This is an optimization exercise on Yosys and OpenROAD, whose aim is a short achievable clock period and few clock cycles, not a production implementation. In this exercise RTL edits were held to simulation tests only and were not proved equivalent to the original. Power figures rest on the tool's default switching activity, not on a simulated workload.

==> flow/design.v <==
`timescale 1ns/10ps
`default_nettype none
package mips_pkg;
  typedef enum logic [2:0] {
    FETCH     = 3'd0,
    DECODE    = 3'd1,
    EXEC      = 3'd2,
    MEM       = 3'd3,
    WRITEBACK = 3'd4,
    HALT      = 3'd5
  } state_t;
  typedef enum logic [5:0] {
    OP_SPECIAL = 6'h00,
    OP_J       = 6'h02,
    OP_BEQ     = 6'h04,
    OP_BNE     = 6'h05,
    OP_ADDIU   = 6'h09,
    OP_ORI     = 6'h0D,
    OP_LUI     = 6'h0F,
    OP_LW      = 6'h23,
    OP_SW      = 6'h2B
  } opcode_t;
  typedef enum logic [5:0] {
    FUNC_JR   = 6'h08,
    FUNC_ADDU = 6'h21,
    FUNC_SUBU = 6'h23,
    FUNC_AND  = 6'h24,
    FUNC_OR   = 6'h25,
    FUNC_XOR  = 6'h26,
    FUNC_SLT  = 6'h2A,
    FUNC_SLTU = 6'h2B
  } func_t;
  typedef enum logic [1:0] {
    RD    = 2'd0,
    RT    = 2'd1,
    GPR31 = 2'd2
  } wb_sel_t;
  localparam logic [31:0] RESET_VECTOR = 32'hBFC0_0000;
  localparam logic [31:0] HALT_ADDRESS = 32'h0000_0000;
  localparam int WORD_BYTES = 4;
endpackage
`default_nettype wire
`timescale 1ns/10ps
`default_nettype none
module mips_fsm
(
  input  logic   clk,
  input  logic   reset,
  input  logic   stall_i,
  input  logic   halt_i,
  input  logic   mem_access_i,
  output mips_pkg::state_t state_o
);
  mips_pkg::state_t state_d;
  always_comb begin
    state_d = state_o;
    case (state_o)
      mips_pkg::FETCH: begin
        if (halt_i) begin
          state_d = mips_pkg::HALT;
        end else if (!stall_i) begin
          state_d = mips_pkg::DECODE;
        end
      end
      mips_pkg::DECODE:    state_d = mips_pkg::EXEC;
      mips_pkg::EXEC:      state_d = mem_access_i ? mips_pkg::MEM : mips_pkg::WRITEBACK;
      mips_pkg::MEM: begin
        if (!stall_i) begin
          state_d = mips_pkg::WRITEBACK;
        end
      end
      mips_pkg::WRITEBACK: state_d = mips_pkg::FETCH;
      default:   state_d = mips_pkg::HALT;
    endcase
  end
  always_ff @(posedge clk) begin
    if (reset) begin
      state_o <= mips_pkg::WRITEBACK;
    end else begin
      state_o <= state_d;
    end
  end
endmodule
`default_nettype wire
`timescale 1ns/10ps
`default_nettype none
module mips_control
(
  input  mips_pkg::state_t  state_i,
  input  logic    waitrequest_i,
  input  mips_pkg::opcode_t opcode_i,
  input  mips_pkg::func_t   funct_i,
  output logic    mem_access_o,
  output logic    pc_write_en_o,
  output logic    ir_write_en_o,
  output logic    regfile_write_en_o,
  output mips_pkg::wb_sel_t wb_sel_o,
  output logic    read_o,
  output logic    write_o,
  output logic    ram_addr_sel_o,
  output logic    alu_src_imm_o
);
  logic is_load;
  logic is_store;
  logic writes_reg;
  logic fetch_done;
  assign is_load  = opcode_i == mips_pkg::OP_LW;
  assign is_store = opcode_i == mips_pkg::OP_SW;
  always_comb begin
    writes_reg = 1'b0;
    case (opcode_i)
      mips_pkg::OP_SPECIAL: begin
        case (funct_i)
          mips_pkg::FUNC_ADDU, mips_pkg::FUNC_SUBU, mips_pkg::FUNC_AND, mips_pkg::FUNC_OR,
          mips_pkg::FUNC_XOR, mips_pkg::FUNC_SLT, mips_pkg::FUNC_SLTU: writes_reg = 1'b1;
          default:                       writes_reg = 1'b0;
        endcase
      end
      mips_pkg::OP_ADDIU, mips_pkg::OP_ORI, mips_pkg::OP_LUI: writes_reg = 1'b1;
      default:                  writes_reg = 1'b0;
    endcase
  end
  assign mem_access_o = is_load || is_store;
  always_comb begin
    case (opcode_i)
      mips_pkg::OP_ADDIU, mips_pkg::OP_ORI, mips_pkg::OP_LUI, mips_pkg::OP_LW, mips_pkg::OP_SW: alu_src_imm_o = 1'b1;
      default:                                alu_src_imm_o = 1'b0;
    endcase
  end
  assign wb_sel_o = (opcode_i == mips_pkg::OP_SPECIAL) ? mips_pkg::RD : mips_pkg::RT;
  assign read_o         = (state_i == mips_pkg::FETCH) || (state_i == mips_pkg::MEM && is_load);
  assign write_o        = (state_i == mips_pkg::MEM) && is_store;
  assign ram_addr_sel_o = state_i == mips_pkg::MEM;
  assign fetch_done    = (state_i == mips_pkg::FETCH) && !waitrequest_i;
  assign pc_write_en_o = fetch_done;
  assign ir_write_en_o = fetch_done;
  assign regfile_write_en_o = (state_i == mips_pkg::WRITEBACK && writes_reg) ||
                              (state_i == mips_pkg::MEM && is_load && !waitrequest_i);
endmodule
`default_nettype wire
`timescale 1ns/10ps
`default_nettype none
module mips_pc
(
  input  logic        clk,
  input  logic        reset,
  input  logic        write_en_i,
  input  logic        branch_taken_i,
  input  logic [31:0] target_i,
  output logic [31:0] pc_o,
  output logic        at_halt_o
);
  logic        pending_q;
  logic [31:0] pending_target_q;
  assign at_halt_o = pc_o == mips_pkg::HALT_ADDRESS;
  always_ff @(posedge clk) begin
    if (reset) begin
      pc_o      <= mips_pkg::RESET_VECTOR;
      pending_q <= 1'b0;
    end else if (write_en_i && !at_halt_o) begin
      pc_o      <= pending_q ? pending_target_q : pc_o + 32'(mips_pkg::WORD_BYTES);
      pending_q <= 1'b0;
    end else if (branch_taken_i) begin
      pending_q <= 1'b1;
    end
  end
  always_ff @(posedge clk) begin
    if (branch_taken_i && !write_en_i) begin
      pending_target_q <= target_i;
    end
  end
endmodule
`default_nettype wire
`timescale 1ns/10ps
`default_nettype none
module mips_regfile (
  input  logic        clk,
  input  logic        reset,
  input  logic [4:0]  rs_addr_i,
  input  logic [4:0]  rt_addr_i,
  input  logic [4:0]  wr_addr_i,
  input  logic [31:0] wr_data_i,
  input  logic        wr_en_i,
  output logic [31:0] rs_data_o,
  output logic [31:0] rt_data_o,
  output logic [31:0] v0_o
);
  logic [31:0] regs [32];
  always_ff @(posedge clk) begin
    if (reset) begin
      for (int i = 0; i < 32; i++) begin
        regs[i] <= '0;
      end
    end else if (wr_en_i && wr_addr_i != 5'd0) begin
      regs[wr_addr_i] <= wr_data_i;
    end
  end
  assign rs_data_o = regs[rs_addr_i];
  assign rt_data_o = regs[rt_addr_i];
  assign v0_o = regs[2];
endmodule
`default_nettype wire
`timescale 1ns/10ps
`default_nettype none
module mips_alu
(
  input  logic        clk,
  input  logic        reset,
  input  logic        ir_write_en_i,
  input  logic [31:0] instr_i,
  input  logic        alu_src_imm_i,
  input  logic [31:0] rs_data_i,
  input  logic [31:0] rt_data_i,
  input  logic [31:0] pc_i,
  output mips_pkg::opcode_t     opcode_o,
  output mips_pkg::func_t       funct_o,
  output logic [4:0]  rs_addr_o,
  output logic [4:0]  rt_addr_o,
  output logic [4:0]  rd_addr_o,
  output logic [31:0] result_o,
  output logic [31:0] effective_address_o,
  output logic        branch_taken_o,
  output logic [31:0] target_o
);
  logic [31:0] ir_q;
  logic [31:0] imm_sext;
  logic [31:0] imm_ext;
  logic [31:0] operand_b;
  logic        rs_eq_rt;
  always_ff @(posedge clk) begin
    if (reset) begin
      ir_q <= '0;
    end else if (ir_write_en_i) begin
      ir_q <= instr_i;
    end
  end
  assign opcode_o  = mips_pkg::opcode_t'(ir_q[31:26]);
  assign funct_o   = mips_pkg::func_t'(ir_q[5:0]);
  assign rs_addr_o = ir_q[25:21];
  assign rt_addr_o = ir_q[20:16];
  assign rd_addr_o = ir_q[15:11];
  assign imm_sext = {{16{ir_q[15]}}, ir_q[15:0]};
  always_comb begin
    case (opcode_o)
      mips_pkg::OP_ORI:  imm_ext = {16'h0000, ir_q[15:0]};
      mips_pkg::OP_LUI:  imm_ext = {ir_q[15:0], 16'h0000};
      default: imm_ext = imm_sext;
    endcase
  end
  assign operand_b = alu_src_imm_i ? imm_ext : rt_data_i;
  always_comb begin
    case (opcode_o)
      mips_pkg::OP_SPECIAL: begin
        case (funct_o)
          mips_pkg::FUNC_ADDU: result_o = rs_data_i + operand_b;
          mips_pkg::FUNC_SUBU: result_o = rs_data_i - operand_b;
          mips_pkg::FUNC_AND:  result_o = rs_data_i & operand_b;
          mips_pkg::FUNC_OR:   result_o = rs_data_i | operand_b;
          mips_pkg::FUNC_XOR:  result_o = rs_data_i ^ operand_b;
          mips_pkg::FUNC_SLT:  result_o = {31'd0, $signed(rs_data_i) < $signed(operand_b)};
          mips_pkg::FUNC_SLTU: result_o = {31'd0, rs_data_i < operand_b};
          default:   result_o = '0;
        endcase
      end
      mips_pkg::OP_ADDIU: result_o = rs_data_i + operand_b;
      mips_pkg::OP_ORI:   result_o = rs_data_i | operand_b;
      mips_pkg::OP_LUI:   result_o = operand_b;
      default:  result_o = '0;
    endcase
  end
  assign effective_address_o = rs_data_i + imm_sext;
  assign rs_eq_rt = rs_data_i == rt_data_i;
  always_comb begin
    branch_taken_o = 1'b0;
    target_o       = pc_i + {imm_sext[29:0], 2'b00};
    case (opcode_o)
      mips_pkg::OP_BEQ: branch_taken_o = rs_eq_rt;
      mips_pkg::OP_BNE: branch_taken_o = !rs_eq_rt;
      mips_pkg::OP_J: begin
        branch_taken_o = 1'b1;
        target_o       = {pc_i[31:28], ir_q[25:0], 2'b00};
      end
      mips_pkg::OP_SPECIAL: begin
        if (funct_o == mips_pkg::FUNC_JR) begin
          branch_taken_o = 1'b1;
          target_o       = rs_data_i;
        end
      end
      default: branch_taken_o = 1'b0;
    endcase
  end
endmodule
`default_nettype wire
`timescale 1ns/10ps
`default_nettype none
module mips_cpu_bus
(
  input  logic                  clk,
  input  logic                  reset,
  output logic                  active_o,
  output logic [31:0]           register_v0_o,
  output logic [31:0]           address_o,
  output logic                  read_o,
  output logic                  write_o,
  input  logic                  waitrequest_i,
  output logic [31:0]           writedata_o,
  output logic [mips_pkg::WORD_BYTES-1:0] byteenable_o,
  input  logic [31:0]           readdata_i
);
  function automatic logic [31:0] swap_bytes(input logic [31:0] word);
    swap_bytes = {word[7:0], word[15:8], word[23:16], word[31:24]};
  endfunction
  mips_pkg::state_t      state;
  logic        stall;
  logic        at_halt;
  logic        mem_access;
  logic        pc_write_en;
  logic        ir_write_en;
  logic        regfile_write_en;
  mips_pkg::wb_sel_t     wb_sel;
  logic        ctrl_read;
  logic        ram_addr_sel;
  logic        alu_src_imm;
  mips_pkg::opcode_t     opcode;
  mips_pkg::func_t       funct;
  logic [4:0]  rs_addr;
  logic [4:0]  rt_addr;
  logic [4:0]  rd_addr;
  logic [4:0]  wr_addr;
  logic [31:0] wr_data;
  logic [31:0] rs_data;
  logic [31:0] rt_data;
  logic [31:0] result;
  logic [31:0] effective_address;
  logic        branch_taken;
  logic [31:0] target;
  logic [31:0] pc;
  logic [31:0] readdata_be;
  assign readdata_be = swap_bytes(readdata_i);
  assign read_o = ctrl_read && !(at_halt && state == mips_pkg::FETCH);
  assign stall  = (read_o || write_o) && waitrequest_i;
  mips_fsm u_fsm (
    .clk          (clk),
    .reset        (reset),
    .stall_i      (stall),
    .halt_i       (at_halt),
    .mem_access_i (mem_access),
    .state_o      (state)
  );
  mips_control u_control (
    .state_i            (state),
    .waitrequest_i      (waitrequest_i),
    .opcode_i           (opcode),
    .funct_i            (funct),
    .mem_access_o       (mem_access),
    .pc_write_en_o      (pc_write_en),
    .ir_write_en_o      (ir_write_en),
    .regfile_write_en_o (regfile_write_en),
    .wb_sel_o           (wb_sel),
    .read_o             (ctrl_read),
    .write_o            (write_o),
    .ram_addr_sel_o     (ram_addr_sel),
    .alu_src_imm_o      (alu_src_imm)
  );
  mips_pc u_pc (
    .clk            (clk),
    .reset          (reset),
    .write_en_i     (pc_write_en),
    .branch_taken_i (branch_taken),
    .target_i       (target),
    .pc_o           (pc),
    .at_halt_o      (at_halt)
  );
  always_comb begin
    case (wb_sel)
      mips_pkg::RD:      wr_addr = rd_addr;
      mips_pkg::RT:      wr_addr = rt_addr;
      mips_pkg::GPR31:   wr_addr = 5'd31;
      default: wr_addr = 5'd0;
    endcase
  end
  assign wr_data = (opcode == mips_pkg::OP_LW) ? readdata_be : result;
  mips_regfile u_regfile (
    .clk       (clk),
    .reset     (reset),
    .rs_addr_i (rs_addr),
    .rt_addr_i (rt_addr),
    .wr_addr_i (wr_addr),
    .wr_data_i (wr_data),
    .wr_en_i   (regfile_write_en),
    .rs_data_o (rs_data),
    .rt_data_o (rt_data),
    .v0_o      (register_v0_o)
  );
  mips_alu u_alu (
    .clk                 (clk),
    .reset               (reset),
    .ir_write_en_i       (ir_write_en && !at_halt),
    .instr_i             (readdata_be),
    .alu_src_imm_i       (alu_src_imm),
    .rs_data_i           (rs_data),
    .rt_data_i           (rt_data),
    .pc_i                (pc),
    .opcode_o            (opcode),
    .funct_o             (funct),
    .rs_addr_o           (rs_addr),
    .rt_addr_o           (rt_addr),
    .rd_addr_o           (rd_addr),
    .result_o            (result),
    .effective_address_o (effective_address),
    .branch_taken_o      (branch_taken),
    .target_o            (target)
  );
  assign address_o    = ram_addr_sel ? effective_address : pc;
  assign writedata_o  = swap_bytes(rt_data);
  assign byteenable_o = {mips_pkg::WORD_BYTES{1'b1}};
  assign active_o     = state != mips_pkg::HALT;
endmodule
`default_nettype wire
==> flow/run.sh <==
#!/bin/bash
# synth_recipe.tcl (not shown) runs the flow's synth.tcl, then flattens the netlist and writes it again
# the make line also repeats each setting of config.mk as NAME=value (left out here)
make -C /OpenROAD-flow-scripts/flow DESIGN_CONFIG=/design/flow/config.mk WORK_HOME=/design/flow/orfs CLKGATE_MAP_FILE= SYNTH_SCRIPT=/design/flow/synth_recipe.tcl finish
==> flow/config.mk <==
export PLATFORM = sky130hd
export DESIGN_NAME = mips_cpu_bus
export DESIGN_NICKNAME = mips_cpu_bus
export VERILOG_FILES = /design/flow/design.v
export SDC_FILE = /design/flow/constraint.sdc
export NUM_CORES = 4
export LEC_CHECK = 0
export CAP_MARGIN = 20
export CORE_MARGIN = 2
export CORE_UTILIZATION = 40
export SLEW_MARGIN = 20
==> flow/constraint.sdc <==
create_clock -name core_clock -period 10.0 [get_ports {clk}]
set_input_delay 2.0000 -clock core_clock [delete_from_list [all_inputs] [get_ports {clk}]]
set_output_delay 2.0000 -clock core_clock [all_outputs]
set_load 0.01 [all_outputs]
==> summary.txt <==
- Post-route ant nets: 0
- Crit end category: output port
- Die height: 413 um
- Met3 Wirelength: 43800 um
- Hold Vio Cnt, Final: 0
- HP Class: flip-flop to flip-flop
- Synthesis Warnings: 6
- Root Buffer: clkbuf_16
- Cell area power density: 185 nW/um^2
- Worst Path Arrival: 7.56 ns
- Fin area: 76000 sq um
- Vias: 55400
- Commonest non-fill, non-tap cell in the layout: nor2_1
- Port buffer count: 133
- DRC Markers: 0
- Maximum number of pins on one net before global-route repair: 118
- Post-DP HPWL: 180000 um
- Post-place setup slack: 1.33 ns
- CP startpoint kind: flip-flop
- Total power: 14.0 mW
- NumNets Final: 6069
- Postcts setup bufs: 0
- Post-route setup slack: 0.444 ns
- Std cell rows: 150
- Initial DRC count: 10300
- Multi-input logic area: 31800 sq um
- Routed WL: 290000 um
- Metal1 wirelength: 105000 um
- All-Layer GR Usage: 0.333
- Hold_sp: u_pc.pending_target_q[16]
- Syn_area_per_cell: 11.4 sq um
- Clock Sinks: 1134
- H-tree Lvls: 4
- Die ar.: 171000 sq um
- Metal2 WL: 123000 um
- #FFs+latches synth: 1134
- Fmax: 105 MHz
- Most frequent cells in the layout: nor2_1, edfxtp_1, mux4_2, nand2_1, mux2i_1
- I/O Pins: 138
- CP cell instances: buf_12 > mux4_2 > a22o_1 > nor2_1 > o2111ai_1 > ha_1 > a21o_1 > a21oi_1 > o31ai_1 > nand2b_1 > o21ai_0 > o41ai_1 > a31oi_1 > buf_4 > or4_1 > a31oi_1 > xor2_1 > o21ai_0 > clkdlybuf4s50_1
- Number of synthesized flops with an enable pin: 1056
- Relative max-transition margin: 0.158
- Placed Area: 71600 sq um
- Number of global-route vias before repair: 52000
- Global-route wire length before repair: 400000 um
- Register area share after synthesis: 0.497
- Synth area leaders: edfxtp_1, mux4_2, nor2_1
- Slowest CP cell: dfxtp_4
- Final count of negative-setup-slack endpoints: 0
- Setup CP Type: flip-flop to output port
- Post-synth top area cell: edfxtp_1
- Total Negative Setup Slacks: 0 ns
- Max clock buf depth: 3
- Layout cells sized above 1: 0.171
- DR vias/cell: 6.76
- Async SR Flop Fraction: 0
- Pleak: 25.2 nW
- Max FO, Critical Path: 34
- Starting Density: 0.402
- Fill cells: 15100
- Final period utilization: 0.956
- GRT overflow: 0
- Uppermost layer routed: met5
- Clk Latency, worst-skew pair: 0.80 ns
- Top cell type's share of synthesized area: 0.473
- RSZ-0062 raised after global routing: false
- Length of the first detailed-routing pass in iterations: 9
- Area growth from synthesis to layout: 13.5%
- Antenna violations before repair: 11
- GP Congestion: 0.991
- Register Area: 33300 sq um
- Slew Viols, Final: 0
- Hold buffers post-CTS: 0
- MaxCap Viol Count: 0
- Outcome: timing/DRC/antenna clean
- VDD IR max: 0.190 mV
- PostCTS Resize Cnt: 0
- TritonCTS clock tree: built
- Worst Skew: 0.0594 ns
- Crit path largest cell delay: 0.66 ns
- Actual slew at the worst max-slew pin: 1.26 ns
- Top_reg_cell synth: edfxtp_1
- Netlist Area Pre-Place: 67000 sq um
- Data required, critical path: 8.00 ns
- Synth unique cells: 83
- DIE WIDTH: 413 um
- WL per Instance: 35.4 um
- Final min period: 9.56 ns
- Core ar.: 167000 sq um
- Cell count after synthesis: 5861
- Clock slew at reported path FFs: 0.06 ns
- Cts bufs inserted: 130
## cells in the mapped netlist (27+ instances only)
cell type and n:
a221oi_1 43, buf_1 40, buf_2 104, ha_1 158
nand2_1 360, xor2_1 54, o2111ai_1 61, nand2b_1 52
a22oi_1 252, mux2_2 42, mux2i_1 288, a31oi_1 28
o22ai_1 35, nand3_1 143, nor3_1 48, xnor2_1 64
o21bai_1 34, inv_1 128, dfxtp_1 78, o21ai_0 143
nor2_1 1190, clkbuf_1 353, a21oi_1 233, o21a_1 27
a22o_1 51, and3_1 29, edfxtp_1 1056, mux4_2 382
a21o_1 43
## critical path: cells and delay by family (launching register included)
| kind | cells | cell delay [ns] |
|---|---|---|
| AOI/OAI and AO/OA | 10 | 2.84 |
| xor gates and xnor gates | 1 | 0.10 |
| adders and majority gates | 1 | 0.61 |
| buffers and inverters | 3 | 1.19 |
| DFF | 1 | 0.66 |
| muxes | 1 | 0.55 |
| and+or+nand+nor | 3 | 0.78 |
## cell families after synthesis
family / Yosys count / share of synthesized area
flip-flops: 1134 / 0.497
adder cells (fa/ha/maj): 162 / 0.0307
other: 2 / 0.000112
AND/OR/NAND/NOR: 1975 / 0.124
buffers and inverters: 662 / 0.0416
multiplexers: 712 / 0.178
XOR/XNOR: 118 / 0.0154
AO/OA/AOI/OAI: 1096 / 0.113
## metrics by stage
step,instances,utilization,hold slack (ns)
3_3_place_gp,7944,0.429,0.468
5_1_grt,8179,0.456,0.509
3_5_place_dp,7944,0.429,0.484
4_1_cts,8179,0.455,0.495
6_report,8185,0.456,0.487
2_1_floorplan,5895,-,0.447
## cell type report
class                      instances  share of cell area
tap                             2204              0.0363
multi-input combinational       4099               0.418
clock buffer                     158              0.0453
sequential                      1134               0.438
inverter                         130             0.00642
clock inverter                    77              0.0124
timing repair buffer             377              0.0432
antenna                            6            0.000198
## registers in the layout (all words and copies together) (netlist names), named ones only
register and cells:
u_pc.pending_target_q 32, u_alu.ir_q 32, u_fsm.state_o 3, u_regfile.regs 1024
u_pc.pc_o 32, u_pc.pending_q 1
## power breakdown
group | switching [mW] | total, mW | internal [mW]
combinational | 2.31 | 3.55 | 1.24
clock | 2.16 | 4.97 | 2.81
sequential | 0.155 | 5.51 | 5.36
total | 4.62 | 14.0 | 9.41
## worst paths after layout
path | endpoint | slack [ns] | depth (start not counted)
setup / recovery | address_o[29] | 0.44 | 19
hold reg to reg | u_pc.pc_o[16] | 0.49 | 2
hold / removal | u_pc.pc_o[16] | 0.49 | 2
setup reg to reg | u_regfile.regs[29][21] | 2.43 | 21
## metal layers
metal | vias up | global-route usage
li1 | 22100 | -
met1 | 27700 | 0.439
met2 | 4710 | 0.483
met3 | 885 | 0.113
met4 | 16 | 0.177
met5 | - | 0.00622
Testbench counts, summed over its fixed seeds: cycles 102,405.

[static timing again, ports no longer ideal]
In the flow no input, the clock included, has a driving cell. The finished layout below was timed again as built, in two steps.
Step 1: set_driving_cell puts a clkbuf_16 on clk and a buf_2 on each other input, an assumption about the parent block.
Step 2, shift: input delay + t, output delay - t, t = (earliest + latest rising clock arrival at the registers) / 2. This alone moves slack from input paths to output paths.
Slacks: ideal ports / drivers / drivers and shift; pairs: ideal ports / drivers.
t (ns): 0.858
setup WS [ns]: 0.444 / 0.359 / 1.217
worst register clock-pin slew, ns: 0.07 / 0.07
pins driven straight from the clock port: 1
After both steps setup and hold are still met in this run. For this run, drivers alone change the setup slack by -0.085 ns; drivers and shift together by +0.773 ns.
